Context: an optimization exercise on an open-source flow, tuned for small area, a short achievable clock period and few clock cycles per item. The choices shown serve that exercise and are no tape-out recipe. The RTL was checked by simulation tests, not by an equivalence proof against the original design. Power and IR drop assume default switching activity.

==> flow/design.v <==
`timescale 1ns / 1ps
`default_nettype none
package abp_pkg;
  localparam int unsigned QUEUE_DEPTH_DEF = 16;
  localparam logic [15:0] TIMEOUT_RESET = 16'd15;
  localparam int unsigned PAYLOAD_BYTES = 20;
  localparam int unsigned PAYLOAD_W     = 8 * PAYLOAD_BYTES;
  localparam int unsigned PSUM_W = 13;
  localparam int unsigned NROWS = 4;
  localparam logic [1:0] CMD_MSG  = 2'd0;
  localparam logic [1:0] CMD_ACK  = 2'd1;
  localparam logic [1:0] CMD_TICK = 2'd2;
  localparam logic [1:0] CMD_NONE = 2'd3;
endpackage
module abp_csa_rows (
  input  wire [159:0] p,
  input  wire [12:0] nc,
  input  wire seq,
  input  wire ack,
  output logic [3:0][12:0] r
);
  logic t1, t2, t3, t4, t5, t6, t7, t8, t9, t10, t11, t12, t13, t14, t15, t16, t17, t18, t19, t20, t21, t22, t23, t24, t25, t26, t27, t28, t29, t30, t31, t32, t33, t34, t35, t36, t37, t38, t39, t40, t41, t42, t43, t44, t45, t46, t47, t48, t49, t50, t51, t52, t53, t54, t55, t56, t57, t58, t59, t60, t61, t62, t63, t64, t65, t66, t67, t68, t69, t70, t71, t72, t73, t74, t75, t76, t77, t78, t79, t80, t81, t82, t83, t84, t85, t86, t87, t88, t89, t90, t91, t92, t93, t94, t95, t96, t97, t98, t99, t100, t101, t102, t103, t104, t105, t106, t107, t108, t109, t110, t111, t112, t113, t114, t115, t116, t117, t118, t119, t120, t121, t122, t123, t124, t125, t126, t127, t128, t129, t130, t131, t132, t133, t134, t135, t136, t137, t138, t139, t140, t141, t142, t143, t144, t145, t146, t147, t148, t149, t150, t151, t152, t153, t154, t155, t156, t157, t158, t159, t160, t161, t162, t163, t164, t165, t166, t167, t168, t169, t170, t171, t172, t173, t174, t175, t176, t177, t178, t179, t180, t181, t182, t183, t184, t185, t186, t187, t188, t189, t190, t191, t192, t193, t194, t195, t196, t197, t198, t199, t200, t201, t202, t203, t204, t205, t206, t207, t208, t209, t210, t211, t212, t213, t214, t215, t216, t217, t218, t219, t220, t221, t222, t223, t224, t225, t226, t227, t228, t229, t230, t231, t232, t233, t234, t235, t236, t237, t238, t239, t240, t241, t242, t243, t244, t245, t246, t247, t248, t249, t250, t251, t252, t253, t254, t255, t256, t257, t258, t259, t260, t261, t262, t263, t264, t265, t266, t267, t268, t269, t270, t271, t272, t273, t274, t275, t276;
  assign t1 = p[0] ^ p[8] ^ p[16];
  assign t2 = (p[0] & p[8]) | (p[0] & p[16]) | (p[8] & p[16]);
  assign t3 = p[24] ^ p[32] ^ p[40];
  assign t4 = (p[24] & p[32]) | (p[24] & p[40]) | (p[32] & p[40]);
  assign t5 = p[1] ^ p[9] ^ p[17];
  assign t6 = (p[1] & p[9]) | (p[1] & p[17]) | (p[9] & p[17]);
  assign t7 = p[25] ^ p[33] ^ p[41];
  assign t8 = (p[25] & p[33]) | (p[25] & p[41]) | (p[33] & p[41]);
  assign t9 = p[2] ^ p[10] ^ p[18];
  assign t10 = (p[2] & p[10]) | (p[2] & p[18]) | (p[10] & p[18]);
  assign t11 = p[26] ^ p[34] ^ p[42];
  assign t12 = (p[26] & p[34]) | (p[26] & p[42]) | (p[34] & p[42]);
  assign t13 = p[3] ^ p[11] ^ p[19];
  assign t14 = (p[3] & p[11]) | (p[3] & p[19]) | (p[11] & p[19]);
  assign t15 = p[27] ^ p[35] ^ p[43];
  assign t16 = (p[27] & p[35]) | (p[27] & p[43]) | (p[35] & p[43]);
  assign t17 = p[4] ^ p[12] ^ p[20];
  assign t18 = (p[4] & p[12]) | (p[4] & p[20]) | (p[12] & p[20]);
  assign t19 = p[28] ^ p[36] ^ p[44];
  assign t20 = (p[28] & p[36]) | (p[28] & p[44]) | (p[36] & p[44]);
  assign t21 = p[5] ^ p[13] ^ p[21];
  assign t22 = (p[5] & p[13]) | (p[5] & p[21]) | (p[13] & p[21]);
  assign t23 = p[29] ^ p[37] ^ p[45];
  assign t24 = (p[29] & p[37]) | (p[29] & p[45]) | (p[37] & p[45]);
  assign t25 = p[6] ^ p[14] ^ p[22];
  assign t26 = (p[6] & p[14]) | (p[6] & p[22]) | (p[14] & p[22]);
  assign t27 = p[30] ^ p[38] ^ p[46];
  assign t28 = (p[30] & p[38]) | (p[30] & p[46]) | (p[38] & p[46]);
  assign t29 = ~p[7] ^ ~p[15] ^ ~p[23];
  assign t30 = (~p[7] & ~p[15]) | (~p[7] & ~p[23]) | (~p[15] & ~p[23]);
  assign t31 = ~p[31] ^ ~p[39] ^ ~p[47];
  assign t32 = (~p[31] & ~p[39]) | (~p[31] & ~p[47]) | (~p[39] & ~p[47]);
  assign t33 = t1 ^ t3 ^ p[48];
  assign t34 = (t1 & t3) | (t1 & p[48]) | (t3 & p[48]);
  assign t35 = p[56] ^ p[64] ^ p[72];
  assign t36 = (p[56] & p[64]) | (p[56] & p[72]) | (p[64] & p[72]);
  assign t37 = p[80] ^ p[88] ^ p[96];
  assign t38 = (p[80] & p[88]) | (p[80] & p[96]) | (p[88] & p[96]);
  assign t39 = t2 ^ t4 ^ t5;
  assign t40 = (t2 & t4) | (t2 & t5) | (t4 & t5);
  assign t41 = t7 ^ p[49] ^ p[57];
  assign t42 = (t7 & p[49]) | (t7 & p[57]) | (p[49] & p[57]);
  assign t43 = p[65] ^ p[73] ^ p[81];
  assign t44 = (p[65] & p[73]) | (p[65] & p[81]) | (p[73] & p[81]);
  assign t45 = p[89] ^ p[97] ^ p[105];
  assign t46 = (p[89] & p[97]) | (p[89] & p[105]) | (p[97] & p[105]);
  assign t47 = p[113] ^ p[121];
  assign t48 = p[113] & p[121];
  assign t49 = t6 ^ t8 ^ t9;
  assign t50 = (t6 & t8) | (t6 & t9) | (t8 & t9);
  assign t51 = t11 ^ p[50] ^ p[58];
  assign t52 = (t11 & p[50]) | (t11 & p[58]) | (p[50] & p[58]);
  assign t53 = p[66] ^ p[74] ^ p[82];
  assign t54 = (p[66] & p[74]) | (p[66] & p[82]) | (p[74] & p[82]);
  assign t55 = p[90] ^ p[98] ^ p[106];
  assign t56 = (p[90] & p[98]) | (p[90] & p[106]) | (p[98] & p[106]);
  assign t57 = p[114] ^ p[122] ^ p[130];
  assign t58 = (p[114] & p[122]) | (p[114] & p[130]) | (p[122] & p[130]);
  assign t59 = p[138] ^ p[146];
  assign t60 = p[138] & p[146];
  assign t61 = t10 ^ t12 ^ t13;
  assign t62 = (t10 & t12) | (t10 & t13) | (t12 & t13);
  assign t63 = t15 ^ p[51] ^ p[59];
  assign t64 = (t15 & p[51]) | (t15 & p[59]) | (p[51] & p[59]);
  assign t65 = p[67] ^ p[75] ^ p[83];
  assign t66 = (p[67] & p[75]) | (p[67] & p[83]) | (p[75] & p[83]);
  assign t67 = p[91] ^ p[99] ^ p[107];
  assign t68 = (p[91] & p[99]) | (p[91] & p[107]) | (p[99] & p[107]);
  assign t69 = p[115] ^ p[123] ^ p[131];
  assign t70 = (p[115] & p[123]) | (p[115] & p[131]) | (p[123] & p[131]);
  assign t71 = p[139] ^ p[147] ^ p[155];
  assign t72 = (p[139] & p[147]) | (p[139] & p[155]) | (p[147] & p[155]);
  assign t73 = t14 ^ t16 ^ t17;
  assign t74 = (t14 & t16) | (t14 & t17) | (t16 & t17);
  assign t75 = t19 ^ p[52] ^ p[60];
  assign t76 = (t19 & p[52]) | (t19 & p[60]) | (p[52] & p[60]);
  assign t77 = p[68] ^ p[76] ^ p[84];
  assign t78 = (p[68] & p[76]) | (p[68] & p[84]) | (p[76] & p[84]);
  assign t79 = p[92] ^ p[100] ^ p[108];
  assign t80 = (p[92] & p[100]) | (p[92] & p[108]) | (p[100] & p[108]);
  assign t81 = p[116] ^ p[124] ^ p[132];
  assign t82 = (p[116] & p[124]) | (p[116] & p[132]) | (p[124] & p[132]);
  assign t83 = p[140] ^ p[148] ^ p[156];
  assign t84 = (p[140] & p[148]) | (p[140] & p[156]) | (p[148] & p[156]);
  assign t85 = t18 ^ t20 ^ t21;
  assign t86 = (t18 & t20) | (t18 & t21) | (t20 & t21);
  assign t87 = t23 ^ p[53] ^ p[61];
  assign t88 = (t23 & p[53]) | (t23 & p[61]) | (p[53] & p[61]);
  assign t89 = p[69] ^ p[77] ^ p[85];
  assign t90 = (p[69] & p[77]) | (p[69] & p[85]) | (p[77] & p[85]);
  assign t91 = p[93] ^ p[101] ^ p[109];
  assign t92 = (p[93] & p[101]) | (p[93] & p[109]) | (p[101] & p[109]);
  assign t93 = p[117] ^ p[125] ^ p[133];
  assign t94 = (p[117] & p[125]) | (p[117] & p[133]) | (p[125] & p[133]);
  assign t95 = p[141] ^ p[149] ^ p[157];
  assign t96 = (p[141] & p[149]) | (p[141] & p[157]) | (p[149] & p[157]);
  assign t97 = t22 ^ t24 ^ t25;
  assign t98 = (t22 & t24) | (t22 & t25) | (t24 & t25);
  assign t99 = t27 ^ p[54] ^ p[62];
  assign t100 = (t27 & p[54]) | (t27 & p[62]) | (p[54] & p[62]);
  assign t101 = p[70] ^ p[78] ^ p[86];
  assign t102 = (p[70] & p[78]) | (p[70] & p[86]) | (p[78] & p[86]);
  assign t103 = p[94] ^ p[102] ^ p[110];
  assign t104 = (p[94] & p[102]) | (p[94] & p[110]) | (p[102] & p[110]);
  assign t105 = p[118] ^ p[126] ^ p[134];
  assign t106 = (p[118] & p[126]) | (p[118] & p[134]) | (p[126] & p[134]);
  assign t107 = p[142] ^ p[150] ^ p[158];
  assign t108 = (p[142] & p[150]) | (p[142] & p[158]) | (p[150] & p[158]);
  assign t109 = t26 ^ t28 ^ t29;
  assign t110 = (t26 & t28) | (t26 & t29) | (t28 & t29);
  assign t111 = t31 ^ ~p[55] ^ ~p[63];
  assign t112 = (t31 & ~p[55]) | (t31 & ~p[63]) | (~p[55] & ~p[63]);
  assign t113 = ~p[71] ^ ~p[79] ^ ~p[87];
  assign t114 = (~p[71] & ~p[79]) | (~p[71] & ~p[87]) | (~p[79] & ~p[87]);
  assign t115 = ~p[95] ^ ~p[103] ^ ~p[111];
  assign t116 = (~p[95] & ~p[103]) | (~p[95] & ~p[111]) | (~p[103] & ~p[111]);
  assign t117 = ~p[119] ^ ~p[127] ^ ~p[135];
  assign t118 = (~p[119] & ~p[127]) | (~p[119] & ~p[135]) | (~p[127] & ~p[135]);
  assign t119 = ~p[143] ^ ~p[151] ^ ~p[159];
  assign t120 = (~p[143] & ~p[151]) | (~p[143] & ~p[159]) | (~p[151] & ~p[159]);
  assign t121 = t33 ^ t35 ^ t37;
  assign t122 = (t33 & t35) | (t33 & t37) | (t35 & t37);
  assign t123 = p[104] ^ p[112] ^ p[120];
  assign t124 = (p[104] & p[112]) | (p[104] & p[120]) | (p[112] & p[120]);
  assign t125 = t34 ^ t36 ^ t38;
  assign t126 = (t34 & t36) | (t34 & t38) | (t36 & t38);
  assign t127 = t39 ^ t41 ^ t43;
  assign t128 = (t39 & t41) | (t39 & t43) | (t41 & t43);
  assign t129 = t45 ^ t47 ^ p[129];
  assign t130 = (t45 & t47) | (t45 & p[129]) | (t47 & p[129]);
  assign t131 = t40 ^ t42 ^ t44;
  assign t132 = (t40 & t42) | (t40 & t44) | (t42 & t44);
  assign t133 = t46 ^ t48 ^ t49;
  assign t134 = (t46 & t48) | (t46 & t49) | (t48 & t49);
  assign t135 = t51 ^ t53 ^ t55;
  assign t136 = (t51 & t53) | (t51 & t55) | (t53 & t55);
  assign t137 = t57 ^ t59;
  assign t138 = t57 & t59;
  assign t139 = t50 ^ t52 ^ t54;
  assign t140 = (t50 & t52) | (t50 & t54) | (t52 & t54);
  assign t141 = t56 ^ t58 ^ t60;
  assign t142 = (t56 & t58) | (t56 & t60) | (t58 & t60);
  assign t143 = t61 ^ t63 ^ t65;
  assign t144 = (t61 & t63) | (t61 & t65) | (t63 & t65);
  assign t145 = t67 ^ t69 ^ t71;
  assign t146 = (t67 & t69) | (t67 & t71) | (t69 & t71);
  assign t147 = t62 ^ t64 ^ t66;
  assign t148 = (t62 & t64) | (t62 & t66) | (t64 & t66);
  assign t149 = t68 ^ t70 ^ t72;
  assign t150 = (t68 & t70) | (t68 & t72) | (t70 & t72);
  assign t151 = t73 ^ t75 ^ t77;
  assign t152 = (t73 & t75) | (t73 & t77) | (t75 & t77);
  assign t153 = t79 ^ t81 ^ t83;
  assign t154 = (t79 & t81) | (t79 & t83) | (t81 & t83);
  assign t155 = t74 ^ t76 ^ t78;
  assign t156 = (t74 & t76) | (t74 & t78) | (t76 & t78);
  assign t157 = t80 ^ t82 ^ t84;
  assign t158 = (t80 & t82) | (t80 & t84) | (t82 & t84);
  assign t159 = t85 ^ t87 ^ t89;
  assign t160 = (t85 & t87) | (t85 & t89) | (t87 & t89);
  assign t161 = t91 ^ t93 ^ t95;
  assign t162 = (t91 & t93) | (t91 & t95) | (t93 & t95);
  assign t163 = t86 ^ t88 ^ t90;
  assign t164 = (t86 & t88) | (t86 & t90) | (t88 & t90);
  assign t165 = t92 ^ t94 ^ t96;
  assign t166 = (t92 & t94) | (t92 & t96) | (t94 & t96);
  assign t167 = t97 ^ t99 ^ t101;
  assign t168 = (t97 & t99) | (t97 & t101) | (t99 & t101);
  assign t169 = t103 ^ t105 ^ t107;
  assign t170 = (t103 & t105) | (t103 & t107) | (t105 & t107);
  assign t171 = t98 ^ t100 ^ t102;
  assign t172 = (t98 & t100) | (t98 & t102) | (t100 & t102);
  assign t173 = t104 ^ t106 ^ t108;
  assign t174 = (t104 & t106) | (t104 & t108) | (t106 & t108);
  assign t175 = t109 ^ t111 ^ t113;
  assign t176 = (t109 & t111) | (t109 & t113) | (t111 & t113);
  assign t177 = t115 ^ t117 ^ t119;
  assign t178 = (t115 & t117) | (t115 & t119) | (t117 & t119);
  assign t179 = t110 ^ t112 ^ t114;
  assign t180 = (t110 & t112) | (t110 & t114) | (t112 & t114);
  assign t181 = t116 ^ t118 ^ t120;
  assign t182 = (t116 & t118) | (t116 & t120) | (t118 & t120);
  assign t183 = t121 ^ t123 ^ p[128];
  assign t184 = (t121 & t123) | (t121 & p[128]) | (t123 & p[128]);
  assign t185 = p[136] ^ p[144];
  assign t186 = p[136] & p[144];
  assign t187 = t122 ^ t124 ^ t125;
  assign t188 = (t122 & t124) | (t122 & t125) | (t124 & t125);
  assign t189 = t127 ^ t129 ^ p[137];
  assign t190 = (t127 & t129) | (t127 & p[137]) | (t129 & p[137]);
  assign t191 = p[145] ^ p[153];
  assign t192 = p[145] & p[153];
  assign t193 = t126 ^ t128 ^ t130;
  assign t194 = (t126 & t128) | (t126 & t130) | (t128 & t130);
  assign t195 = t131 ^ t133 ^ t135;
  assign t196 = (t131 & t133) | (t131 & t135) | (t133 & t135);
  assign t197 = t137 ^ p[154] ^ nc[2];
  assign t198 = (t137 & p[154]) | (t137 & nc[2]) | (p[154] & nc[2]);
  assign t199 = t132 ^ t134 ^ t136;
  assign t200 = (t132 & t134) | (t132 & t136) | (t134 & t136);
  assign t201 = t138 ^ t139 ^ t141;
  assign t202 = (t138 & t139) | (t138 & t141) | (t139 & t141);
  assign t203 = t143 ^ t145 ^ nc[3];
  assign t204 = (t143 & t145) | (t143 & nc[3]) | (t145 & nc[3]);
  assign t205 = t140 ^ t142 ^ t144;
  assign t206 = (t140 & t142) | (t140 & t144) | (t142 & t144);
  assign t207 = t146 ^ t147 ^ t149;
  assign t208 = (t146 & t147) | (t146 & t149) | (t147 & t149);
  assign t209 = t151 ^ t153 ^ nc[4];
  assign t210 = (t151 & t153) | (t151 & nc[4]) | (t153 & nc[4]);
  assign t211 = t148 ^ t150 ^ t152;
  assign t212 = (t148 & t150) | (t148 & t152) | (t150 & t152);
  assign t213 = t154 ^ t155 ^ t157;
  assign t214 = (t154 & t155) | (t154 & t157) | (t155 & t157);
  assign t215 = t159 ^ t161 ^ nc[5];
  assign t216 = (t159 & t161) | (t159 & nc[5]) | (t161 & nc[5]);
  assign t217 = t156 ^ t158 ^ t160;
  assign t218 = (t156 & t158) | (t156 & t160) | (t158 & t160);
  assign t219 = t162 ^ t163 ^ t165;
  assign t220 = (t162 & t163) | (t162 & t165) | (t163 & t165);
  assign t221 = t167 ^ t169 ^ nc[6];
  assign t222 = (t167 & t169) | (t167 & nc[6]) | (t169 & nc[6]);
  assign t223 = t164 ^ t166 ^ t168;
  assign t224 = (t164 & t166) | (t164 & t168) | (t166 & t168);
  assign t225 = t170 ^ t171 ^ t173;
  assign t226 = (t170 & t171) | (t170 & t173) | (t171 & t173);
  assign t227 = t175 ^ t177 ^ nc[7];
  assign t228 = (t175 & t177) | (t175 & nc[7]) | (t177 & nc[7]);
  assign t229 = t172 ^ t174 ^ t176;
  assign t230 = (t172 & t174) | (t172 & t176) | (t174 & t176);
  assign t231 = t178 ^ t179 ^ t181;
  assign t232 = (t178 & t179) | (t178 & t181) | (t179 & t181);
  assign t233 = t30 ^ t32 ^ nc[8];
  assign t234 = (t30 & t32) | (t30 & nc[8]) | (t32 & nc[8]);
  assign t235 = t180 ^ t182;
  assign t236 = t180 & t182;
  assign t237 = t183 ^ t185 ^ p[152];
  assign t238 = (t183 & t185) | (t183 & p[152]) | (t185 & p[152]);
  assign t239 = t184 ^ t186 ^ t187;
  assign t240 = (t184 & t186) | (t184 & t187) | (t186 & t187);
  assign t241 = t189 ^ t191;
  assign t242 = t189 & t191;
  assign t243 = t188 ^ t190 ^ t192;
  assign t244 = (t188 & t190) | (t188 & t192) | (t190 & t192);
  assign t245 = t193 ^ t195 ^ t197;
  assign t246 = (t193 & t195) | (t193 & t197) | (t195 & t197);
  assign t247 = t194 ^ t196 ^ t198;
  assign t248 = (t194 & t196) | (t194 & t198) | (t196 & t198);
  assign t249 = t199 ^ t201 ^ t203;
  assign t250 = (t199 & t201) | (t199 & t203) | (t201 & t203);
  assign t251 = t200 ^ t202 ^ t204;
  assign t252 = (t200 & t202) | (t200 & t204) | (t202 & t204);
  assign t253 = t205 ^ t207 ^ t209;
  assign t254 = (t205 & t207) | (t205 & t209) | (t207 & t209);
  assign t255 = t206 ^ t208 ^ t210;
  assign t256 = (t206 & t208) | (t206 & t210) | (t208 & t210);
  assign t257 = t211 ^ t213 ^ t215;
  assign t258 = (t211 & t213) | (t211 & t215) | (t213 & t215);
  assign t259 = t212 ^ t214 ^ t216;
  assign t260 = (t212 & t214) | (t212 & t216) | (t214 & t216);
  assign t261 = t217 ^ t219 ^ t221;
  assign t262 = (t217 & t219) | (t217 & t221) | (t219 & t221);
  assign t263 = t218 ^ t220 ^ t222;
  assign t264 = (t218 & t220) | (t218 & t222) | (t220 & t222);
  assign t265 = t223 ^ t225 ^ t227;
  assign t266 = (t223 & t225) | (t223 & t227) | (t225 & t227);
  assign t267 = t224 ^ t226 ^ t228;
  assign t268 = (t224 & t226) | (t224 & t228) | (t226 & t228);
  assign t269 = t229 ^ t231 ^ t233;
  assign t270 = (t229 & t231) | (t229 & t233) | (t231 & t233);
  assign t271 = t230 ^ t232 ^ t234;
  assign t272 = (t230 & t232) | (t230 & t234) | (t232 & t234);
  assign t273 = t235 ^ nc[9] ^ 1'b1;
  assign t274 = (t235 & nc[9]) | (t235 & 1'b1) | (nc[9] & 1'b1);
  assign t275 = t236 ^ nc[10];
  assign t276 = t236 & nc[10];
  assign r[0] = {nc[12], t276, t272, t268, t264, t260, t256, t252, t248, t244, t240, t238, t237};
  assign r[1] = {1'b1, nc[11], t274, t270, t266, t262, t258, t254, t250, t246, t242, t239, nc[0]};
  assign r[2] = {1'b0, 1'b0, t275, t271, t267, t263, t259, t255, t251, t247, t243, t241, seq};
  assign r[3] = {1'b0, 1'b0, 1'b1, t273, t269, t265, t261, t257, t253, t249, t245, nc[1], ack};
endmodule
module abp_csa_eq (
  input  wire [3:0][12:0] r,
  output logic       eq
);
  logic e1, e2, e3, e4, e5, e6, e7, e8, e9, e10, e11, e12, e13, e14, e15, e16, e17, e18, e19, e20, e21, e22, e23, e24, e25, e26, e27, e28, e29, e30, e31, e32, e33, e34, e35, e36, e37, e38, e39, e40, e41, e42, e43, e44, e45, e46, e47, e48, e49, e50, e51, e52;
  logic [12:0] x, y;
  assign e1 = r[0][0] ^ r[1][0];
  assign e2 = r[0][0] & r[1][0];
  assign e3 = r[0][1] ^ r[1][1] ^ r[2][1];
  assign e4 = (r[0][1] & r[1][1]) | (r[0][1] & r[2][1]) | (r[1][1] & r[2][1]);
  assign e5 = r[0][2] ^ r[1][2] ^ r[2][2];
  assign e6 = (r[0][2] & r[1][2]) | (r[0][2] & r[2][2]) | (r[1][2] & r[2][2]);
  assign e7 = r[0][3] ^ r[1][3] ^ r[2][3];
  assign e8 = (r[0][3] & r[1][3]) | (r[0][3] & r[2][3]) | (r[1][3] & r[2][3]);
  assign e9 = r[0][4] ^ r[1][4] ^ r[2][4];
  assign e10 = (r[0][4] & r[1][4]) | (r[0][4] & r[2][4]) | (r[1][4] & r[2][4]);
  assign e11 = r[0][5] ^ r[1][5] ^ r[2][5];
  assign e12 = (r[0][5] & r[1][5]) | (r[0][5] & r[2][5]) | (r[1][5] & r[2][5]);
  assign e13 = r[0][6] ^ r[1][6] ^ r[2][6];
  assign e14 = (r[0][6] & r[1][6]) | (r[0][6] & r[2][6]) | (r[1][6] & r[2][6]);
  assign e15 = r[0][7] ^ r[1][7] ^ r[2][7];
  assign e16 = (r[0][7] & r[1][7]) | (r[0][7] & r[2][7]) | (r[1][7] & r[2][7]);
  assign e17 = r[0][8] ^ r[1][8] ^ r[2][8];
  assign e18 = (r[0][8] & r[1][8]) | (r[0][8] & r[2][8]) | (r[1][8] & r[2][8]);
  assign e19 = r[0][9] ^ r[1][9] ^ r[2][9];
  assign e20 = (r[0][9] & r[1][9]) | (r[0][9] & r[2][9]) | (r[1][9] & r[2][9]);
  assign e21 = r[0][10] ^ r[1][10] ^ r[2][10];
  assign e22 = (r[0][10] & r[1][10]) | (r[0][10] & r[2][10]) | (r[1][10] & r[2][10]);
  assign e23 = r[0][11] ^ r[1][11] ^ r[2][11];
  assign e24 = (r[0][11] & r[1][11]) | (r[0][11] & r[2][11]) | (r[1][11] & r[2][11]);
  assign e25 = r[0][12] ^ r[1][12] ^ r[2][12];
  assign e26 = (r[0][12] & r[1][12]) | (r[0][12] & r[2][12]) | (r[1][12] & r[2][12]);
  assign e27 = e1 ^ r[2][0];
  assign e28 = e1 & r[2][0];
  assign e29 = e2 ^ e3 ^ r[3][1];
  assign e30 = (e2 & e3) | (e2 & r[3][1]) | (e3 & r[3][1]);
  assign e31 = e4 ^ e5 ^ r[3][2];
  assign e32 = (e4 & e5) | (e4 & r[3][2]) | (e5 & r[3][2]);
  assign e33 = e6 ^ e7 ^ r[3][3];
  assign e34 = (e6 & e7) | (e6 & r[3][3]) | (e7 & r[3][3]);
  assign e35 = e8 ^ e9 ^ r[3][4];
  assign e36 = (e8 & e9) | (e8 & r[3][4]) | (e9 & r[3][4]);
  assign e37 = e10 ^ e11 ^ r[3][5];
  assign e38 = (e10 & e11) | (e10 & r[3][5]) | (e11 & r[3][5]);
  assign e39 = e12 ^ e13 ^ r[3][6];
  assign e40 = (e12 & e13) | (e12 & r[3][6]) | (e13 & r[3][6]);
  assign e41 = e14 ^ e15 ^ r[3][7];
  assign e42 = (e14 & e15) | (e14 & r[3][7]) | (e15 & r[3][7]);
  assign e43 = e16 ^ e17 ^ r[3][8];
  assign e44 = (e16 & e17) | (e16 & r[3][8]) | (e17 & r[3][8]);
  assign e45 = e18 ^ e19 ^ r[3][9];
  assign e46 = (e18 & e19) | (e18 & r[3][9]) | (e19 & r[3][9]);
  assign e47 = e20 ^ e21 ^ r[3][10];
  assign e48 = (e20 & e21) | (e20 & r[3][10]) | (e21 & r[3][10]);
  assign e49 = e22 ^ e23 ^ r[3][11];
  assign e50 = (e22 & e23) | (e22 & r[3][11]) | (e23 & r[3][11]);
  assign e51 = e24 ^ e25 ^ r[3][12];
  assign e52 = (e24 & e25) | (e24 & r[3][12]) | (e25 & r[3][12]);
  assign x = {e50, e48, e46, e44, e42, e40, e38, e36, e34, e32, e30, e28, e27};
  assign y = {e51, e49, e47, e45, e43, e41, e39, e37, e35, e33, e31, e29, r[3][0]};
  assign eq = &(x ^ y);
endmodule
`default_nettype wire
`timescale 1ns / 1ps
`default_nettype none
module abp_queue #(
  parameter int unsigned DEPTH = 17,
  parameter int unsigned W     = abp_pkg::PAYLOAD_W
) (
  input  wire              clk_i,
  input  wire              push_i,
  input  wire  [W-1:0]     wdata_i,
  input  wire  [DEPTH-1:0] sel_i,
  output logic [W-1:0]     rdata_o
);
  logic [DEPTH-1:0][W-1:0] mem;
  always_ff @(posedge clk_i) begin
    if (push_i) begin
      mem[0] <= wdata_i;
      for (int i = 1; i < DEPTH; i++) begin
        mem[i] <= mem[i-1];
      end
    end
  end
  always_comb begin
    rdata_o = '0;
    for (int i = 0; i < DEPTH; i++) begin
      rdata_o = rdata_o | (mem[i] & {W{sel_i[i]}});
    end
  end
endmodule
`default_nettype wire
`timescale 1ns / 1ps
`default_nettype none
module abp_sender_with_queue_unit #(
  parameter int unsigned QUEUE_DEPTH = abp_pkg::QUEUE_DEPTH_DEF
) (
  input  wire         clk_i,
  input  wire         rst_ni,
  input  wire         cfg_we_i,
  input  wire  [15:0] cfg_wdata_i,
  input  wire         in_valid_i,
  output logic        in_ready_o,
  input  wire  [1:0]  in_cmd_i,
  input  wire         in_seq_i,
  input  wire         in_ack_i,
  input  wire  [31:0] in_checksum_i,
  input  wire  [63:0] in_payload_lo_i,
  input  wire  [63:0] in_payload_mid_i,
  input  wire  [31:0] in_payload_hi_i,
  output logic        out_valid_o,
  input  wire         out_ready_i,
  output logic        out_sent_o,
  output logic        out_seq_o,
  output logic        out_ack_o,
  output logic [31:0] out_checksum_o,
  output logic [63:0] out_lo_o,
  output logic [63:0] out_mid_o,
  output logic [31:0] out_hi_o,
  output logic        out_dropped_o,
  output logic [4:0]  out_queue_level_o
);
  localparam int unsigned PSUM_W = abp_pkg::PSUM_W;
  localparam int unsigned PAY_W  = abp_pkg::PAYLOAD_W;
  localparam int unsigned NR     = abp_pkg::NROWS;
  logic [15:0] timeout_q;
  always_ff @(posedge clk_i or negedge rst_ni) begin
    if (!rst_ni) begin
      timeout_q <= abp_pkg::TIMEOUT_RESET;
    end else if (cfg_we_i) begin
      timeout_q <= cfg_wdata_i;
    end
  end
  logic [1:0]                 a_cmd_q;
  logic                       a_ack_q;
  logic [NR-1:0][PSUM_W-1:0]  a_rows_q;
  logic [PSUM_W-1:0]          a_nk_q;
  logic                       a_upok_q;
  logic                       a_push_q;
  logic                       a_vld_q;
  logic                       out_vld_q;
  logic                       fire;
  logic                       accept;
  logic                       push_in;
  logic [PAY_W-1:0]           in_pay;
  logic [NR-1:0][PSUM_W-1:0]  in_rows;
  logic [PSUM_W-1:0]          in_nk;
  logic                       in_upok;
  assign fire       = a_vld_q && (!out_vld_q || out_ready_i);
  assign in_ready_o = !a_vld_q || !out_vld_q || out_ready_i;
  assign accept     = in_valid_i && in_ready_o;
  assign in_pay  = {in_payload_hi_i, in_payload_mid_i, in_payload_lo_i};
  assign in_nk   = in_checksum_i[PSUM_W-1:0] + 13'd1 - {12'd0, in_seq_i} - {12'd0, in_ack_i};
  assign in_upok = (&in_checksum_i[31:12]) || !(|in_checksum_i[31:12]);
  abp_csa_rows u_rows (
    .p   (in_pay),
    .nc  (~in_checksum_i[PSUM_W-1:0]),
    .seq (in_seq_i),
    .ack (in_ack_i),
    .r   (in_rows)
  );
  always_ff @(posedge clk_i or negedge rst_ni) begin
    if (!rst_ni) begin
      a_vld_q <= 1'b0;
    end else if (in_ready_o) begin
      a_vld_q <= in_valid_i;
    end
  end
  always_ff @(posedge clk_i) begin
    if (accept) begin
      a_cmd_q  <= in_cmd_i;
      a_ack_q  <= in_ack_i;
      a_rows_q <= in_rows;
      a_nk_q   <= in_nk;
      a_upok_q <= in_upok;
      a_push_q <= push_in;
    end
  end
  logic        wait_q, wait_d;
  logic        exp_ack_q, exp_ack_d;
  logic        seq_q, seq_d;
  logic [15:0] timer_q, timer_d;
  logic [4:0]  level_q, level_d;
  logic [QUEUE_DEPTH:0] lvl_q, lvl_d;
  logic                 lvl_inc;
  logic                 lvl_dec;
  logic [PSUM_W-1:0] a_psum;
  logic              sum_eq;
  logic              ack_good;
  logic [15:0]       timer_start;
  always_comb begin
    a_psum = a_nk_q;
    for (int k = 0; k < NR; k++) begin
      a_psum = a_psum + a_rows_q[k];
    end
  end
  abp_csa_eq u_eq (
    .r  (a_rows_q),
    .eq (sum_eq)
  );
  assign ack_good    = wait_q && (a_ack_q == exp_ack_q) && sum_eq && a_upok_q;
  assign timer_start = (timeout_q == '0) ? 16'd1 : timeout_q;
  logic snd;
  logic src_resend;
  logic src_head;
  logic src_new;
  logic push;
  logic drop;
  always_comb begin
    wait_d     = wait_q;
    exp_ack_d  = exp_ack_q;
    seq_d      = seq_q;
    timer_d    = timer_q;
    level_d    = level_q;
    lvl_inc    = 1'b0;
    lvl_dec    = 1'b0;
    snd        = 1'b0;
    src_resend = 1'b0;
    src_head   = 1'b0;
    src_new    = 1'b0;
    push       = 1'b0;
    drop       = 1'b0;
    if (a_vld_q) begin
      unique case (a_cmd_q)
        abp_pkg::CMD_MSG: begin
          if (!wait_q) begin
            snd      = 1'b1;
            push     = 1'b1;
            src_head = !lvl_q[0];
            src_new  = lvl_q[0];
          end else if (!lvl_q[QUEUE_DEPTH]) begin
            push    = 1'b1;
            lvl_inc = 1'b1;
            level_d = level_q + 5'd1;
          end else begin
            drop = 1'b1;
          end
        end
        abp_pkg::CMD_ACK: begin
          if (ack_good) begin
            wait_d    = 1'b0;
            timer_d   = '0;
            exp_ack_d = ~exp_ack_q;
            seq_d     = ~seq_q;
            if (!lvl_q[0]) begin
              snd      = 1'b1;
              src_head = 1'b1;
              lvl_dec  = 1'b1;
              level_d  = level_q - 5'd1;
            end
          end
        end
        abp_pkg::CMD_TICK: begin
          if (timer_q != '0) begin
            timer_d = timer_q - 16'd1;
            if (timer_q == 16'd1) begin
              snd        = 1'b1;
              src_resend = 1'b1;
            end
          end
        end
        default: begin
        end
      endcase
    end
    if (snd) begin
      wait_d  = 1'b1;
      timer_d = timer_start;
    end
    if (lvl_inc) begin
      lvl_d = {lvl_q[QUEUE_DEPTH-1:0], 1'b0};
    end else if (lvl_dec) begin
      lvl_d = {1'b0, lvl_q[QUEUE_DEPTH:1]};
    end else begin
      lvl_d = lvl_q;
    end
  end
  always_ff @(posedge clk_i or negedge rst_ni) begin
    if (!rst_ni) begin
      wait_q    <= 1'b0;
      exp_ack_q <= 1'b0;
      seq_q     <= 1'b0;
      timer_q   <= '0;
      level_q   <= '0;
      lvl_q     <= (QUEUE_DEPTH + 1)'(1);
    end else if (fire) begin
      wait_q    <= wait_d;
      exp_ack_q <= exp_ack_d;
      seq_q     <= seq_d;
      timer_q   <= timer_d;
      level_q   <= level_d;
      lvl_q     <= lvl_d;
    end
  end
  logic a_is_ack;
  logic room_q;
  logic room_d;
  logic room_wo_sum;
  logic room_if_sum;
  assign a_is_ack    = a_vld_q && (a_cmd_q == abp_pkg::CMD_ACK);
  assign room_q      = !wait_q || !lvl_q[QUEUE_DEPTH];
  assign room_d      = !wait_d || !lvl_d[QUEUE_DEPTH];
  assign room_wo_sum = a_is_ack ? room_q : room_d;
  assign room_if_sum = a_is_ack && wait_q && (a_ack_q == exp_ack_q) && a_upok_q;
  assign push_in     = accept && (in_cmd_i == abp_pkg::CMD_MSG) &&
                       (room_wo_sum || (room_if_sum && sum_eq));
  logic                   npend;
  logic [QUEUE_DEPTH-1:0] head_pay_sel;
  logic [PAY_W-1:0]       head_pay;
  assign npend = a_vld_q && a_push_q;
  always_comb begin
    for (int i = 0; i < QUEUE_DEPTH; i++) begin
      head_pay_sel[i] = npend ? lvl_q[i] : lvl_q[i+1];
    end
  end
  abp_queue #(
    .DEPTH (QUEUE_DEPTH),
    .W     (PAY_W)
  ) u_queue (
    .clk_i   (clk_i),
    .push_i  (push_in),
    .wdata_i (in_pay),
    .sel_i   (head_pay_sel),
    .rdata_o (head_pay)
  );
  logic             cur_load;
  logic [PAY_W-1:0] cur_pay_q;
  assign cur_load = fire && (src_head || src_new);
  always_ff @(posedge clk_i) begin
    if (fire) begin
      r_sent_lo_q <= snd;
    end
  end
  always_ff @(posedge clk_i or negedge rst_ni) begin
    if (!rst_ni) begin
      r_sent_mid_q <= 1'b1;
    end else if (fire) begin
      r_sent_mid_q <= snd;
    end
  end
  always_ff @(posedge clk_i) begin
    if (cur_load) begin
      cur_pay_q <= head_pay;
    end
  end
  logic [QUEUE_DEPTH-1:0] head_sel;
  logic [PSUM_W-1:0]      head_psum;
  always_comb begin
    for (int i = 0; i < QUEUE_DEPTH; i++) begin
      head_sel[i] = lvl_q[i+1];
    end
  end
  abp_queue #(
    .DEPTH (QUEUE_DEPTH),
    .W     (PSUM_W)
  ) u_psums (
    .clk_i   (clk_i),
    .push_i  (push && fire),
    .wdata_i (a_psum),
    .sel_i   (head_sel),
    .rdata_o (head_psum)
  );
  logic [PSUM_W-1:0] cur_chk_q;
  logic [PSUM_W-1:0] snd_chk;
  logic              snd_seq;
  assign snd_seq = a_is_ack ? !seq_q : seq_q;
  always_comb begin
    if (src_resend) begin
      snd_chk = cur_chk_q;
    end else if (src_head) begin
      snd_chk = head_psum + {12'd0, snd_seq};
    end else begin
      snd_chk = a_psum + {12'd0, seq_q};
    end
  end
  always_ff @(posedge clk_i or negedge rst_ni) begin
    if (!rst_ni) begin
      cur_chk_q <= '0;
    end else if (fire && snd) begin
      cur_chk_q <= snd_chk;
    end
  end
  logic              r_sent_q;
  logic              r_seq_q;
  logic              r_drop_q;
  logic              r_sent_lo_q;
  logic              r_sent_mid_q;
  always_ff @(posedge clk_i or negedge rst_ni) begin
    if (!rst_ni) begin
      out_vld_q <= 1'b0;
      r_sent_q  <= 1'b0;
      r_seq_q   <= 1'b0;
      r_drop_q  <= 1'b0;
    end else begin
      if (fire) begin
        out_vld_q <= 1'b1;
      end else if (out_ready_i) begin
        out_vld_q <= 1'b0;
      end
      if (fire) begin
        r_sent_q <= snd;
        r_seq_q  <= snd && snd_seq;
        r_drop_q <= drop;
      end
    end
  end
  logic [PSUM_W-1:0] out_chk;
  logic [PAY_W-1:0]  out_pay;
  assign out_chk = cur_chk_q & {PSUM_W{r_sent_q}};
  assign out_pay = cur_pay_q & {{32{r_sent_q}}, {64{r_sent_mid_q}}, {64{r_sent_lo_q}}};
  assign out_valid_o       = out_vld_q;
  assign out_sent_o        = r_sent_q;
  assign out_seq_o         = r_seq_q;
  assign out_ack_o         = 1'b0;
  assign out_checksum_o    = {{(32-PSUM_W){out_chk[PSUM_W-1]}}, out_chk};
  assign out_lo_o          = out_pay[63:0];
  assign out_mid_o         = out_pay[127:64];
  assign out_hi_o          = out_pay[159:128];
  assign out_dropped_o     = r_drop_q;
  assign out_queue_level_o = level_q;
endmodule
`default_nettype wire
==> flow/flow/run.sh <==
#!/bin/bash
set -euo pipefail
export SETUP_SLACK_MARGIN=5.8
bash standard.sh > standard.log 2>&1
==> flow/standard.sh <==
#!/bin/bash
# synth_recipe.tcl (not shown) runs the flow's synth.tcl, then flattens the netlist and writes it again
# the make line also repeats each setting of config.mk as NAME=value (left out here)
make -C /OpenROAD-flow-scripts/flow DESIGN_CONFIG=/design/flow/config.mk WORK_HOME=/design/flow/orfs CLKGATE_MAP_FILE= SYNTH_SCRIPT=/design/flow/synth_recipe.tcl "${@:-finish}"
==> flow/config.mk <==
export PLATFORM = sky130hd
export DESIGN_NAME = abp_sender_with_queue_unit
export DESIGN_NICKNAME = abp_sender_with_queue_unit
export VERILOG_FILES = /design/flow/design.v
export SDC_FILE = /design/flow/constraint.sdc
export NUM_CORES = 4
export LEC_CHECK = 0
export CAP_MARGIN = 20
export CORE_MARGIN = 2
export CORE_UTILIZATION = 55
export CTS_CLUSTER_DIAMETER = 100
export CTS_CLUSTER_SIZE = 30
export SLEW_MARGIN = 20
==> flow/constraint.sdc <==
create_clock -name core_clock -period 11.0 [get_ports {clk_i}]
set_input_delay 2.2000 -clock core_clock [delete_from_list [all_inputs] [get_ports {clk_i}]]
set_output_delay 2.2000 -clock core_clock [all_outputs]
set_load 0.01 [all_outputs]
==> flow_summary.toml, run 1 <==
[clock_tree]
cts_tree = "done"
clock_buffers_created_by_tritoncts = 117
clk_pin_slew_worst_paths_ns = 0.12
clock_sink_count = 3068
cts-htree-levels = 3
clockRootBuffer = "clkbuf_16"
insertion_delay_ns = 0.83
clock_path_buffers = 3

[global_route]
grt_use_total_pct = 28.8
antenna_found_initial = 35
grt_start_max_net_pins = 209
global_route.overflow_total = 0
number_of_global_route_vias_before_repair = 61100
grt_pass1_wl_um = 447000

[worst_hold_path]
hp-class = "flop to flop"

[power]
total_leakage_power_nw = 40.8
p_per_area_mw_per_mm2 = 196
power.ir.vdd_worst_uv = 642

[route]
wl_per_cell_um = 34.0
firstDrtPassIters = 6
route.detailed.drc = 0
wirelength_um = 316000
detailroute.via_count = 63300
number_of_nets_with_antenna_violations_after_detailed_routing = 0
vias_per_cell = 6.81
drt_first_iter_violations = 9438

[status]
status = "no timing/DRC/antenna violations"

[synthesis]
avgSynthCellArea_um2 = 18.8
synth_edf_count = 2992
synthesis.yosys.warnings = 3
synth.top_cell.area_share_pct = 77.5
postSynth.topFlopCell = "edfxtp_1"
post_synth_num_cell_types = 72
mappedNetlistArea_mm2 = 0.116
synth_async_reset_ratio_pct = 2.48
netlist_instances = 6156
synthTopCellsByArea = "edfxtp_1, a221oi_1, a22o_1"
synth_seq_cells = 3068
synth.yosys.seq_area_share_pct = 79.1
synth.net_count = 6599
yosysTopAreaCell = "edfxtp_1"

[cells_and_area]
layout.cells.most_common_list = "edfxtp_1, a22o_1, a221oi_1"
multi_input_gate_area_mm2 = 0.0219
layout-drive-gt1-share_pct = 4.96
seq_area_mm2 = 0.0918
commonest_non_fill_non_tap_cell_in_the_layout = "edfxtp_1"
num-fill-cells = 15200
finalInstanceArea_mm2 = 0.128
area_growth_pct = 10.0
finish.net_count = 6876

[critical_path]
cpMaxStageDelayCell = "fa_1"
timing.critical_path.fanout_max = 2
critPathCaptureType = "flop"
critPathLaunchType = "input port"
cp.buffers_inverters = 2
cp_slowest_stage_delay_ns = 0.84
cp_data_arrival_time_ns = 5.74
worst-setup-path-type = "input port to flop"
required_ns = 11.57
crit_chain = "clkdlybuf4s50_1 > fa_1 > fa_1 > fa_1 > fa_1 > inv_1 > fa_1"
crit_top_cell = "fa_1"
cp_top_family = "adder cells"

[floorplan]
num_rows = 168
core_region_area_mm2 = 0.210
initial_utilization_pct = 55.3
floorplan.io_pins = 420
die_y_um = 463
fp.dieArea_mm2 = 0.214
die_w_um = 463

[timing]
finalMaxSlewViolations = 0
rsz0062_at_grt = "yes"
finalHoldViolations = 0
fin_crit_sh_pct = 47.0
layout_min_cycle_time_ns = 5.17
max_slew.worst_pin.slew_ns = 1.16
finClkSkew_ns = 0.0505
hold-worst-slack_ns = 0.432
top_achievable_clock_speed_mhz = 193
setup-tns-final_ns = 0
maxSlewHeadroom_pct = 22.9
setup_violations = 0

[place]
portBuffers = 418
post-dp-hpwl_um = 179000
post_dp_cell_area_mm2 = 0.123
gp_congestion = 0.841

[job]
drv.max_cap_violation_count = 0
-- Yosys cell counts (all sizes together), types with 35 or more instances --
cell,count
inv,272
mux2,35
a22o,691
fa,173
nor2,44
buf,86
ha,53
dfrtp,70
clkbuf,291
a21oi,38
a221oi,691
nand2,54
nand4,177
edfxtp,2992
o21ai,44
and2,176
-- report_power, final --
| group | internal (mW) | switching (mW) |
|---|---|---|
| combinational | 2.00 | 3.73 |
| sequential | 13.4 | 0.254 |
| clock | 2.07 | 3.47 |
-- stage by stage --
stage / setup WS, ns / cells / util, % / power (mW)
3_5_place_dp: 4.38 / 9085 / 58.8 / 19.6
3_3_place_gp: 4.43 / 9085 / 58.8 / 19.5
6_report: 5.83 / 9294 / 60.9 / 24.9
5_1_grt: 5.75 / 9292 / 60.9 / 25.9
4_1_cts: 5.75 / 9266 / 60.7 / 25.0
2_1_floorplan: -155.80 / 6156 / - / 18.7
-- metal layers --
metal	GRT usage, %	share of wire (%)
met1	43.3	42
met2	43.5	46
met3	5.14	9.5
met4	8.81	3.0
met5	0	0.021
-- sequential cells by signal (all words and copies together) (netlist names), 2 cells and up --
name         cells
u_queue.mem   2560
cur_pay_q      160
timer_q         16
a_rows_q        46
timeout_q       16
level_q          5
a_cmd_q          2
a_nk_q          13
lvl_q           17
u_psums.mem    208
cur_chk_q       13
-- layout make-up --
| type | instances | share of cell area (%) |
|---|---|---|
| diodes | 18 | 0.0353 |
| clock buffers | 136 | 2.38 |
| clock inverters | 21 | 0.230 |
| inverters | 274 | 0.813 |
| multi-input cells | 2438 | 17.2 |
| flip-flops and latches | 3068 | 71.9 |
| well taps | 2805 | 2.75 |
| repair buffers | 534 | 4.65 |
-- final timing paths --
kind | depth (start not counted) | from | slack, ns | to
max | 7 | in_payload_lo_i[7] | 5.83 | a_rows_q[46]
min | 0 | u_queue.mem[936] | 0.43 | u_queue.mem[1096]
max reg2reg | 15 | a_rows_q[9] | 5.91 | u_queue.mem[87]
min reg2reg | 0 | u_queue.mem[936] | 0.43 | u_queue.mem[1096]
max in group asynchronous | 2 | rst_ni | 8.49 | r_sent_q
min in group asynchronous | 1 | rst_ni | 1.32 | cur_chk_q[9]
-- timing repair --
action / CTS / global route
hold buffers: 0 / 0
endpoints found under the setup margin: 2699 / 1917
setup buffers: 10 / 4
cloned: 14 / 4
pin swaps: 2 / 2
resized for setup: 44 / 24
-- cell families after synthesis --
group	synth area share [%]
other	0.00323
DFF	79.1
buffers and inverters	2.22
xor gates and xnor gates	0.461
adders and majority gates	3.56
AOI/OAI and AO/OA	11.3
and+or+nand+nor	2.90
muxes	0.383
Testbench counts, summed over its fixed seeds: cycles 24,016, items 24,000.
==> run 2: changes to the inputs <==
--- a/flow/config.mk
+++ b/flow/config.mk
@@ -9,3 +9,3 @@
 export CORE_MARGIN = 2
-export CORE_UTILIZATION = 55
+export CORE_UTILIZATION = 40
 export CTS_CLUSTER_DIAMETER = 100
==> flow_summary.toml, run 2 <==
[critical_path]
cp_slowest_stage_delay_ns = 0.76
critPathCaptureType = "flop"
required_ns = 11.64
crit_top_cell = "fa_1"
cpMaxStageDelayCell = "fa_1"
critPathLaunchType = "input port"
cp_data_arrival_time_ns = 5.73
timing.critical_path.fanout_max = 2
r2r_setup_slack_ns = 5.99
worst-setup-path-type = "input port to flop"
crit_chain = "clkdlybuf4s50_1 > inv_1 > fa_1 > inv_1 > fa_1 > inv_1 > fa_1 > inv_1 > fa_1 > fa_1"

[synthesis]
yosys-top-cells-count = "edfxtp_1, a221oi_1, a22o_1, clkbuf_1, inv_1"
synth.net_count = 6599
synthTopCellsByArea = "edfxtp_1, a221oi_1, a22o_1"
post_synth_num_cell_types = 72
synthesis.yosys.warnings = 3
synth.top_cell.area_share_pct = 77.5
library_cell_with_the_highest_instance_count_after_synthesis = "edfxtp_1"
synth_seq_cells = 3068
synth_edf_count = 2992
synth_async_reset_ratio_pct = 2.48
avgSynthCellArea_um2 = 18.8
yosysTopAreaCell = "edfxtp_1"
synth.yosys.seq_area_share_pct = 79.1
mappedNetlistArea_mm2 = 0.116
postSynth.topFlopCell = "edfxtp_1"
netlist_instances = 6156

[cells_and_area]
final_core_occ_pct = 44.8
finalInstanceArea_mm2 = 0.129
largest_register_ff_count = 2560
area_growth_pct = 11.3
layout_top_registers = "u_queue.mem x2560, u_psums.mem x208, cur_pay_q x160"
commonest_non_fill_non_tap_cell_in_the_layout = "edfxtp_1"
layout.cells.non_filler = 10300
layout-drive-gt1-share_pct = 5.04
largest-register = "u_queue.mem"
finish.net_count = 6883
layout.cells.most_common_list = "edfxtp_1, a22o_1, a221oi_1"

[power]
report.power.total_mw = 25.2
p_per_area_mw_per_mm2 = 195
power.switching_fraction_pct = 30.4
power.net_switching_mw = 7.66
total_leakage_power_nw = 40.9
power.ir.vdd_worst_uv = 559
power.internal_mw = 17.6
power.combinational.fraction_pct = 23.2
sequentialPowerShare_pct = 54.1
clock_power_share_pct = 22.7

[floorplan]
floorplan.io_pins = 420
die_y_um = 542
num_rows = 197
die_w_um = 542
core_region_area_mm2 = 0.288
fp.dieArea_mm2 = 0.294
initial_utilization_pct = 40.2

[clock_tree]
insertion_delay_ns = 0.92
clock_path_buffers = 4
clk_pin_slew_worst_paths_ns = 0.12
cts-htree-levels = 3
clock_sink_count = 3068
clockRootBuffer = "clkbuf_16"
cts.hold.buffers_added = 0
cts_tree = "done"
clock_buffers_created_by_tritoncts = 123

[timing]
max_slew.worst_pin.slew_ns = 1.18
hold-worst-slack_ns = 0.398
setup_violations = 0
maxSlewHeadroom_pct = 21.6
fin_crit_sh_pct = 46.3
layout_min_cycle_time_ns = 5.09
finalMaxSlewViolations = 0
top_achievable_clock_speed_mhz = 196
rsz0062_at_grt = "no"
final.setup.worst_slack_ns = 5.91
setup-tns-final_ns = 0
finClkSkew_ns = 0.117
finalHoldViolations = 0

[route]
number_of_nets_with_antenna_violations_after_detailed_routing = 0
drt_first_iter_violations = 9656
wirelength_um = 331000
wl_per_cell_um = 32.2
firstDrtPassIters = 6
route.detailed.drc = 0
vias_per_cell = 6.21
detailroute.via_count = 63900

[worst_hold_path]
hp-class = "flop to flop"

[global_route]
grt_use_total_pct = 21.6
number_of_global_route_vias_before_repair = 61300
grt_pass1_wl_um = 460000
grt_start_max_net_pins = 209
antenna_found_initial = 46
global_route.overflow_total = 0

[status]
status = "no timing/DRC/antenna violations"

[place]
post_dp_cell_area_mm2 = 0.124
post-dp-hpwl_um = 190000
dpl_worst_slack_ns = 4.39
gp_congestion = 0.840
portBuffers = 418
placed_cells = 10100

[job]
drv.max_cap_violation_count = 0
run 2: cell types whose count changed in the layout (fill, tap and decap cells not counted), sizes merged, moves of 2 or more:
| cell | before | now |
|---|---|---|
| diode | 18 | 20 |
| dlygate4sd2 | 2 | 0 |
| buf | 110 | 106 |
| clkdlybuf4s50 | 412 | 415 |
| bufinv | 3 | 0 |
| clkbuf | 140 | 161 |
| clkinvlp | 2 | 0 |
run 2: worst paths after layout:
path | startpoint | to | cells after the start
max | in_payload_lo_i[0] | a_rows_q[0] | 10
min | u_queue.mem[570] | u_queue.mem[730] | 0
max reg2reg | a_rows_q[2] | u_queue.mem[681] | 17
min reg2reg | u_queue.mem[570] | u_queue.mem[730] | 0
max in group asynchronous | rst_ni | r_sent_q | 2
min in group asynchronous | rst_ni | cur_chk_q[3] | 1
run 2: area by class of cell:
cell class,count,area (um^2)
antenna,20,50.0
clock buffer,151,3250
clock inverter,18,287
fill,24500,159000
inverter,274,1030
multi-input combinational,2437,21900
sequential,3068,91800
tap,3781,4730
timing repair buffer,536,5980
run 2: power groups by stage:
| stage | registers (mW) | logic (mW) | clock network, mW |
|---|---|---|---|
| 2_1_floorplan | 15.3 | 3.41 | 0 |
| 3_3_place_gp | 13.9 | 5.83 | 0 |
| 3_5_place_dp | 13.9 | 5.85 | 0 |
| 4_1_cts | 13.6 | 5.92 | 5.84 |
| 5_1_grt | 13.7 | 6.35 | 6.17 |
| 6_report | 13.6 | 5.85 | 5.71 |
run 2: timing repair:
action | in CTS | in global routing
resized for setup | 49 | 11
hold endpoints to repair | 0 | 0
setup buffers | 7 | 4
pin swaps | 2 | 2
endpoints found under the setup margin | 2508 | 1880
gates cloned | 11 | 10
run 2: routing by layer:
metal / track usage [%] / vias to the layer above / wire [um]
li1: - / 25900 / -
met1: 31.4 / 34100 / 138000
met2: 33.7 / 3664 / 154000
met3: 3.40 / 332 / 29500
met4: 6.15 / 2 / 9010
met5: 0 / - / 11
run 2: worst max-delay path: cells and delay by family:
family	cells	cell delay, ns
fa+ha+maj	5	2.64
buf+inv	5	0.88
run 2: cell families (layout without fill, tap and decap cells):
| family | after synthesis | after routing | share of synthesized area (%) |
|---|---|---|---|
| buf+inv | 651 | 979 | 2.22 |
| simple gates | 568 | 568 | 2.90 |
| other cells | 1 | 21 | 0.00323 |
| compound gates | 1541 | 1541 | 11.3 |
| flops | 3068 | 3068 | 79.1 |
| mux | 40 | 40 | 0.383 |
| xor+xnor | 61 | 61 | 0.461 |
| fa+ha+maj | 226 | 226 | 3.56 |
==> run 3: changes to the inputs <==
==> flow/flow/run.sh (replaced) <==
#!/bin/bash
set -euo pipefail
export SETUP_SLACK_MARGIN=6.3
bash standard.sh > standard.log 2>&1
==> flow_summary.toml, run 3 <==
[place]
gp_congestion = 0.840
post-dp-hpwl_um = 190000
portBuffers = 418
post_dp_cell_area_mm2 = 0.124

[timing]
max_slew.worst_pin.slew_ns = 1.19
finClkSkew_ns = 0.120
setup-tns-final_ns = 0
maxSlewHeadroom_pct = 21.0
finalHoldViolations = 0
hold-worst-slack_ns = 0.385
top_achievable_clock_speed_mhz = 202
finalMaxSlewViolations = 0
fin_crit_sh_pct = 45.0
setup_violations = 0
rsz0062_at_grt = "yes"
layout_min_cycle_time_ns = 4.95

[critical_path]
crit_chain = "buf_16 > and2_2 > clkdlybuf4s50_1"
critPathCaptureType = "primary output"
cp_data_arrival_time_ns = 2.75
cp.buffers_inverters = 2
rr_startpoint = "a_rows_q[28]"
critical_path.startpoint = "r_sent_mid_q"
cp_slowest_stage_delay_ns = 0.73
required_ns = 8.80
critPathLaunchType = "flop"
cpMaxStageDelayCell = "dfstp_4"
timing.critical_path.fanout_max = 16
cp_top_family = "buffers and inverters"
worst-setup-path-type = "flop to primary output"

[synthesis]
synth.net_count = 6599
netlist_instances = 6156
avgSynthCellArea_um2 = 18.8
synth.top_cell.area_share_pct = 77.5
yosysTopAreaCell = "edfxtp_1"
synthesis.yosys.warnings = 3
post_synth_num_cell_types = 72
synthTopCellsByArea = "edfxtp_1, a221oi_1, a22o_1"
synth_seq_cells = 3068
postSynth.topFlopCell = "edfxtp_1"
yosys-top-cells-count = "edfxtp_1, a221oi_1, a22o_1, clkbuf_1, inv_1"
mappedNetlistArea_mm2 = 0.116
synth.yosys.seq_area_share_pct = 79.1
library_cell_with_the_highest_instance_count_after_synthesis = "edfxtp_1"
synth_edf_count = 2992
synth_async_reset_ratio_pct = 2.48

[route]
wirelength_um = 343000
wl_per_cell_um = 32.9
detailroute.via_count = 65100
number_of_nets_with_antenna_violations_after_detailed_routing = 0
route.detailed.drc = 0
firstDrtPassIters = 6
drt_first_iter_violations = 10000
vias_per_cell = 6.24

[floorplan]
core_region_area_mm2 = 0.288
die_w_um = 542
fp.dieArea_mm2 = 0.294
die_y_um = 542
initial_utilization_pct = 40.2
floorplan.io_pins = 420
num_rows = 197

[global_route]
grt_pass1_wl_um = 469000
grt_use_total_pct = 22.1
number_of_global_route_vias_before_repair = 61900
global_route.overflow_total = 0
antenna_found_initial = 52
grt_start_max_net_pins = 209

[cells_and_area]
final_core_occ_pct = 45.7
commonest_non_fill_non_tap_cell_in_the_layout = "edfxtp_1"
finalInstanceArea_mm2 = 0.132
layout-drive-gt1-share_pct = 8.80
largest-register = "u_queue.mem"
largest_register_ff_count = 2560
layout.cells.most_common_list = "edfxtp_1, a22o_1, a221oi_1"
area_growth_pct = 13.6
finish.net_count = 7026
layout_top_registers = "u_queue.mem x2560, u_psums.mem x208, cur_pay_q x160"

[job]
drv.max_cap_violation_count = 0

[clock_tree]
insertion_delay_ns = 0.94
cts_tree = "done"
clk_pin_slew_worst_paths_ns = 0.12
clock_path_buffers = 4
clockRootBuffer = "clkbuf_16"
clock_sink_count = 3068
cts-htree-levels = 3
clock_buffers_created_by_tritoncts = 123

[worst_hold_path]
min_from = "u_queue.mem[1669]"
hp-class = "flop to flop"

[power]
p_per_area_mw_per_mm2 = 200
total_leakage_power_nw = 43.2
power.ir.vdd_worst_uv = 639

[status]
status = "no timing/DRC/antenna violations"
==> run 3: final cells by class <==
class / count / area, um^2
Timing Repair inverter: 1 / 5.00
Inverter: 274 / 1040
Fill cell: 24300 / 156000
Antenna cell: 20 / 50.0
Clock buffer: 151 / 3250
Clock inverter: 18 / 287
Tap cell: 3781 / 4730
Multi-Input combinational cell: 2440 / 22200
Sequential cell: 3068 / 91800
Timing Repair Buffer: 675 / 8450
==> run 3: layer usage <==
metal	track usage, %	up-vias	share of wire, %
li1	-	26100	-
met1	32.2	34500	41
met2	33.9	4019	46
met3	3.67	401	9.7
met4	7.31	2	3.2
met5	0	-	0.0032
==> run 3: cells by family after synthesis <==
group           synth area share (%)
simple gates                    2.90
mux                            0.383
buf+inv                         2.22
xor+xnor                       0.461
compound gates                  11.3
other cells                  0.00323
flops                           79.1
fa+ha+maj                       3.56
==> run 3: power breakdown <==
group / switching [mW] / internal (mW)
clock network: 3.56 / 2.15
registers: 0.240 / 13.4
logic: 4.23 / 2.72
==> run 3: through the flow <==
step	power (mW)	worst slack [ns]	instances
floorplan	18.7	-155.80	6156
global placement	19.7	4.48	10100
detailed placement	19.8	4.39	10100
CTS	26.0	6.01	10300
global route	27.3	5.99	10400
finish	26.3	6.05	10400
==> run 3: worst paths after layout <==
path,to,slack [ns],depth (start not counted)
worst max-delay path,out_mid_o[3],6.05,3
worst min-delay path,u_queue.mem[1829],0.39,0
worst max register to register,u_queue.mem[1903],6.33,19
worst min register to register,u_queue.mem[1829],0.39,0
max in group asynchronous,r_sent_q,8.65,2
min in group asynchronous,cur_chk_q[3],1.07,1
==> run 3: what timing repair did <==
| action | CTS | global route |
|---|---|---|
| pin swaps | 25 | 35 |
| endpoints found under the setup margin | 2823 | 2385 |
| buffers inserted | 45 | 20 |
| cloned | 39 | 71 |
| hold buffers | 0 | 0 |
| resized for setup | 300 | 153 |
==> run 4: changes to the inputs <==
--- a/flow/design.v
+++ b/flow/design.v
@@ -499,2 +499,9 @@
   end
+  logic [PSUM_W-1:0] a_psum_seq;
+  always_comb begin
+    a_psum_seq = a_nk_q + {12'd0, seq_q};
+    for (int k = 0; k < NR; k++) begin
+      a_psum_seq = a_psum_seq + a_rows_q[k];
+    end
+  end
   abp_csa_eq u_eq (
@@ -631,5 +638,11 @@
   assign cur_load = fire && (src_head || src_new);
+  logic snd2;
+  assign snd2 = a_vld_q &&
+                (((a_cmd_q == abp_pkg::CMD_MSG) && !wait_q) ||
+                 ((a_cmd_q == abp_pkg::CMD_ACK) && ack_good && (level_q != '0)) ||
+                 ((a_cmd_q == abp_pkg::CMD_TICK) && (timer_q == 16'd1)));
   always_ff @(posedge clk_i) begin
     if (fire) begin
-      r_sent_lo_q <= snd;
+      r_sent_pay_q[0] <= snd;
+      r_sent_pay_q[2] <= snd2;
     end
@@ -638,5 +651,7 @@
     if (!rst_ni) begin
-      r_sent_mid_q <= 1'b1;
+      r_sent_pay_q[1] <= 1'b1;
+      r_sent_pay_q[3] <= 1'b0;
     end else if (fire) begin
-      r_sent_mid_q <= snd;
+      r_sent_pay_q[1] <= snd;
+      r_sent_pay_q[3] <= snd2;
     end
@@ -675,3 +690,3 @@
     end else begin
-      snd_chk = a_psum + {12'd0, seq_q};
+      snd_chk = a_psum_seq;
     end
@@ -688,4 +703,3 @@
   logic              r_drop_q;
-  logic              r_sent_lo_q;
-  logic              r_sent_mid_q;
+  logic [3:0]        r_sent_pay_q;
   always_ff @(posedge clk_i or negedge rst_ni) begin
@@ -712,3 +726,4 @@
   assign out_chk = cur_chk_q & {PSUM_W{r_sent_q}};
-  assign out_pay = cur_pay_q & {{32{r_sent_q}}, {64{r_sent_mid_q}}, {64{r_sent_lo_q}}};
+  assign out_pay = cur_pay_q & {{32{r_sent_q}}, {32{r_sent_pay_q[3]}}, {32{r_sent_pay_q[2]}},
+                                {32{r_sent_pay_q[1]}}, {32{r_sent_pay_q[0]}}};
   assign out_valid_o       = out_vld_q;
==> flow/flow/run.sh (replaced) <==
#!/bin/bash
set -euo pipefail
export SETUP_SLACK_MARGIN=6.3
export BUFFER_PORTS_ARGS="-buffer_cell sky130_fd_sc_hd__buf_1"
bash standard.sh > standard.log 2>&1
--- a/flow/config.mk
+++ b/flow/config.mk
@@ -11,3 +11,3 @@
 export CTS_CLUSTER_DIAMETER = 100
-export CTS_CLUSTER_SIZE = 30
+export CTS_CLUSTER_SIZE = 24
 export SLEW_MARGIN = 20
==> flow_summary.toml, run 4 <==
[timing]
top_achievable_clock_speed_mhz = 208
maxSlewHeadroom_pct = 30.9
layout_min_cycle_time_ns = 4.80
finClkSkew_ns = 0.0464
setup_violations = 0
rsz0062_at_grt = "yes"
finalMaxSlewViolations = 0
finalHoldViolations = 0
fin_crit_sh_pct = 43.6
max_slew.worst_pin.slew_ns = 1.04
final.setup.worst_slack_ns = 6.20
setup-tns-final_ns = 0

[place]
portBuffers = 418
post_dp_cell_area_mm2 = 0.122
gp_congestion = 0.827
post-dp-hpwl_um = 189000
dpl_worst_slack_ns = 4.32

[route]
wirelength_um = 335000
route.detailed.drc = 0
number_of_nets_with_antenna_violations_after_detailed_routing = 0
firstDrtPassIters = 6
wl_per_cell_um = 32.0
detailroute.wirelength.met3_um = 31500
route.top_layer_used = "met5"
drt_first_iter_violations = 8771
vias_per_cell = 6.15
met2WireLength_um = 157000
detailroute.via_count = 64300
wirelength_met1_um = 136000

[floorplan]
die_y_um = 543
floorplan.io_pins = 420
num_rows = 197
initial_utilization_pct = 40.3
core_region_area_mm2 = 0.289
fp.dieArea_mm2 = 0.295
die_w_um = 543

[cells_and_area]
largest_register_ff_count = 2560
layout_top_registers = "u_queue.mem x2560, u_psums.mem x208, cur_pay_q x160"
finalInstanceArea_mm2 = 0.128
largest-register = "u_queue.mem"
area_growth_pct = 10.3
layout-drive-gt1-share_pct = 6.31
finish.net_count = 6966
final_core_occ_pct = 44.4
layout.cells.most_common_list = "edfxtp_1, a22o_1, a221oi_1"
commonest_non_fill_non_tap_cell_in_the_layout = "edfxtp_1"

[synthesis]
synth.yosys.seq_area_share_pct = 79.0
synth_edf_count = 2993
post_synth_num_cell_types = 73
avgSynthCellArea_um2 = 18.8
yosysTopAreaCell = "edfxtp_1"
synth_async_reset_ratio_pct = 2.51
netlist_instances = 6170
synth.net_count = 6621
synthesis.yosys.warnings = 3
synth.top_cell.area_share_pct = 77.3
yosys-top-cells-count = "edfxtp_1, a22o_1, a221oi_1, inv_1, clkbuf_1"
synth_seq_cells = 3070
library_cell_with_the_highest_instance_count_after_synthesis = "edfxtp_1"
mappedNetlistArea_mm2 = 0.116
postSynth.topFlopCell = "edfxtp_1"
synthTopCellsByArea = "edfxtp_1, a22o_1, a221oi_1"

[global_route]
grt_use_total_pct = 22.0
antenna_found_initial = 52
number_of_global_route_vias_before_repair = 62700
grt_start_max_net_pins = 100
global_route.overflow_total = 0
grt_pass1_wl_um = 469000

[critical_path]
timing.critical_path.fanout_max = 2
cp_slowest_stage_delay_ns = 0.17
critPathCaptureType = "primary output"
cpMaxStageDelayCell = "buf_2"
cp_data_arrival_time_ns = 2.60
reg2reg_to = "u_queue.mem[2083]"
required_ns = 8.80
reg2reg_depth = 15
worstSetupEndpoint = "in_ready_o"
r2r_setup_slack_ns = 6.40
rr_startpoint = "a_rows_q[1]"
crit_chain = "buf_1 > nand3b_1 > buf_2"
critical_path.startpoint = "out_ready_i"
critPathLaunchType = "input port"
worst-setup-path-type = "input port to primary output"

[clock_tree]
cts-htree-levels = 4
insertion_delay_ns = 0.89
clock_sink_count = 3070
cts.hold.buffers_added = 0
clock_buffers_created_by_tritoncts = 158
clockRootBuffer = "clkbuf_16"
cts_tree = "done"
clk_pin_slew_worst_paths_ns = 0.10
clock_path_buffers = 4

[power]
p_per_area_mw_per_mm2 = 198
power.ir.vdd_worst_uv = 423
total_leakage_power_nw = 40.7

[status]
status = "no timing/DRC/antenna violations"

[worst_hold_path]
hp-class = "flop to flop"

[job]
drv.max_cap_violation_count = 0
[run 4: routing by layer]
| layer | global-route usage (%) | vias to the layer above |
|---|---|---|
| met2 | 34.6 | 3616 |
| met4 | 7.59 | 18 |
| met5 | 0 | - |
| li1 | - | 26000 |
| met1 | 30.5 | 34200 |
| met3 | 4.57 | 443 |
[run 4: timing repair]
action / CTS / global route
endpoints found under the setup margin: 2713 / 969
cloned: 35 / 3
setup buffers: 13 / 3
pin swaps: 4 / 3
gates resized for setup: 85 / 12
[run 4: critical path, delay by kind of cell]
| kind | cells | cell delay (ns) |
|---|---|---|
| buf+inv | 2 | 0.25 |
| simple gates | 1 | 0.16 |
[run 4: metrics by stage]
stage                     cells  hold WS, ns  total power, mW
after floorplan            6170        0.426             17.3
after global placement    10200        0.428             19.0
after detailed placement  10200        0.433             19.0
after CTS                 10400        0.430             25.6
after global routing      10500        0.447             26.4
final                     10500        0.436             25.4
[run 4: final cells by class]
cell class | count | area (um^2)
Sequential cell | 3070 | 91800
Fill cell | 24700 | 160000
Clock buffer | 170 | 4040
Clock inverter | 31 | 447
Inverter | 266 | 1010
Tap cell | 3880 | 4850
Multi-Input combinational cell | 2458 | 22100
Timing Repair Buffer | 561 | 3960
Antenna cell | 18 | 45.0
[run 4: cell families (layout without fill, tap and decap cells)]
family / Yosys count / count (layout) / synth area share [%]
muxes: 39 / 39 / 0.375
adders and majority gates: 234 / 234 / 3.67
and+or+nand+nor: 551 / 553 / 2.83
buffers and inverters: 644 / 1028 / 2.29
xor gates and xnor gates: 62 / 62 / 0.467
DFF: 3070 / 3070 / 79.0
AOI/OAI and AO/OA: 1569 / 1569 / 11.4
other: 1 / 19 / 0.00323
[run 4: power breakdown]
part / total (mW) / switching (mW) / internal (mW) / leakage (nW)
clock: 6.52 / 3.76 / 2.75 / 2.18
combinational: 5.18 / 3.27 / 1.91 / 10.2
sequential: 13.7 / 0.273 / 13.4 / 28.3
[run 4: worst min-delay path by stage]
stage                     cells past startpoint  slack, ns           endpoint         startpoint
after CTS                                     0       0.43   u_queue.mem[401]   u_queue.mem[241]
after global placement                        0       0.43  u_queue.mem[2081]  u_queue.mem[1921]
after detailed placement                      0       0.43  u_queue.mem[1863]  u_queue.mem[1703]
final                                         0       0.44  u_queue.mem[1328]  u_queue.mem[1168]
after global routing                          0       0.45  u_queue.mem[1485]  u_queue.mem[1325]
after floorplan                               0       0.43  u_queue.mem[1000]   u_queue.mem[840]
Testbench counts of run 4, summed over its fixed seeds: cycles 24,016, items 24,000.

==> what the ideal ports hide <==
No port has a modelled driver above. Below, the same layouts with a new extraction and two added sets of constraints.
Step 1 sets driving cells, clkbuf_16 on the clock port and buf_2 on the other inputs (assumed; they add their load-dependent delay and slew).
Step 2, shift: input delay + t, output delay - t, t = (earliest + latest rising clock arrival at the registers) / 2. This alone moves slack from input paths to output paths.
a / b / c = ideal ports / drivers / drivers and shift; a / b = the first two.
run | shift t [ns] | slack for setup (ns)
run 1 | 0.890 | 5.828 / 5.850 / 4.970
run 2 | 0.970 | 5.907 / 5.841 / 4.997
run 3 | 0.989 | 6.053 / 5.955 / 5.392
run 4 | 0.973 | 6.202 / 6.179 / 5.422
After both steps setup and hold are still met in every run listed.
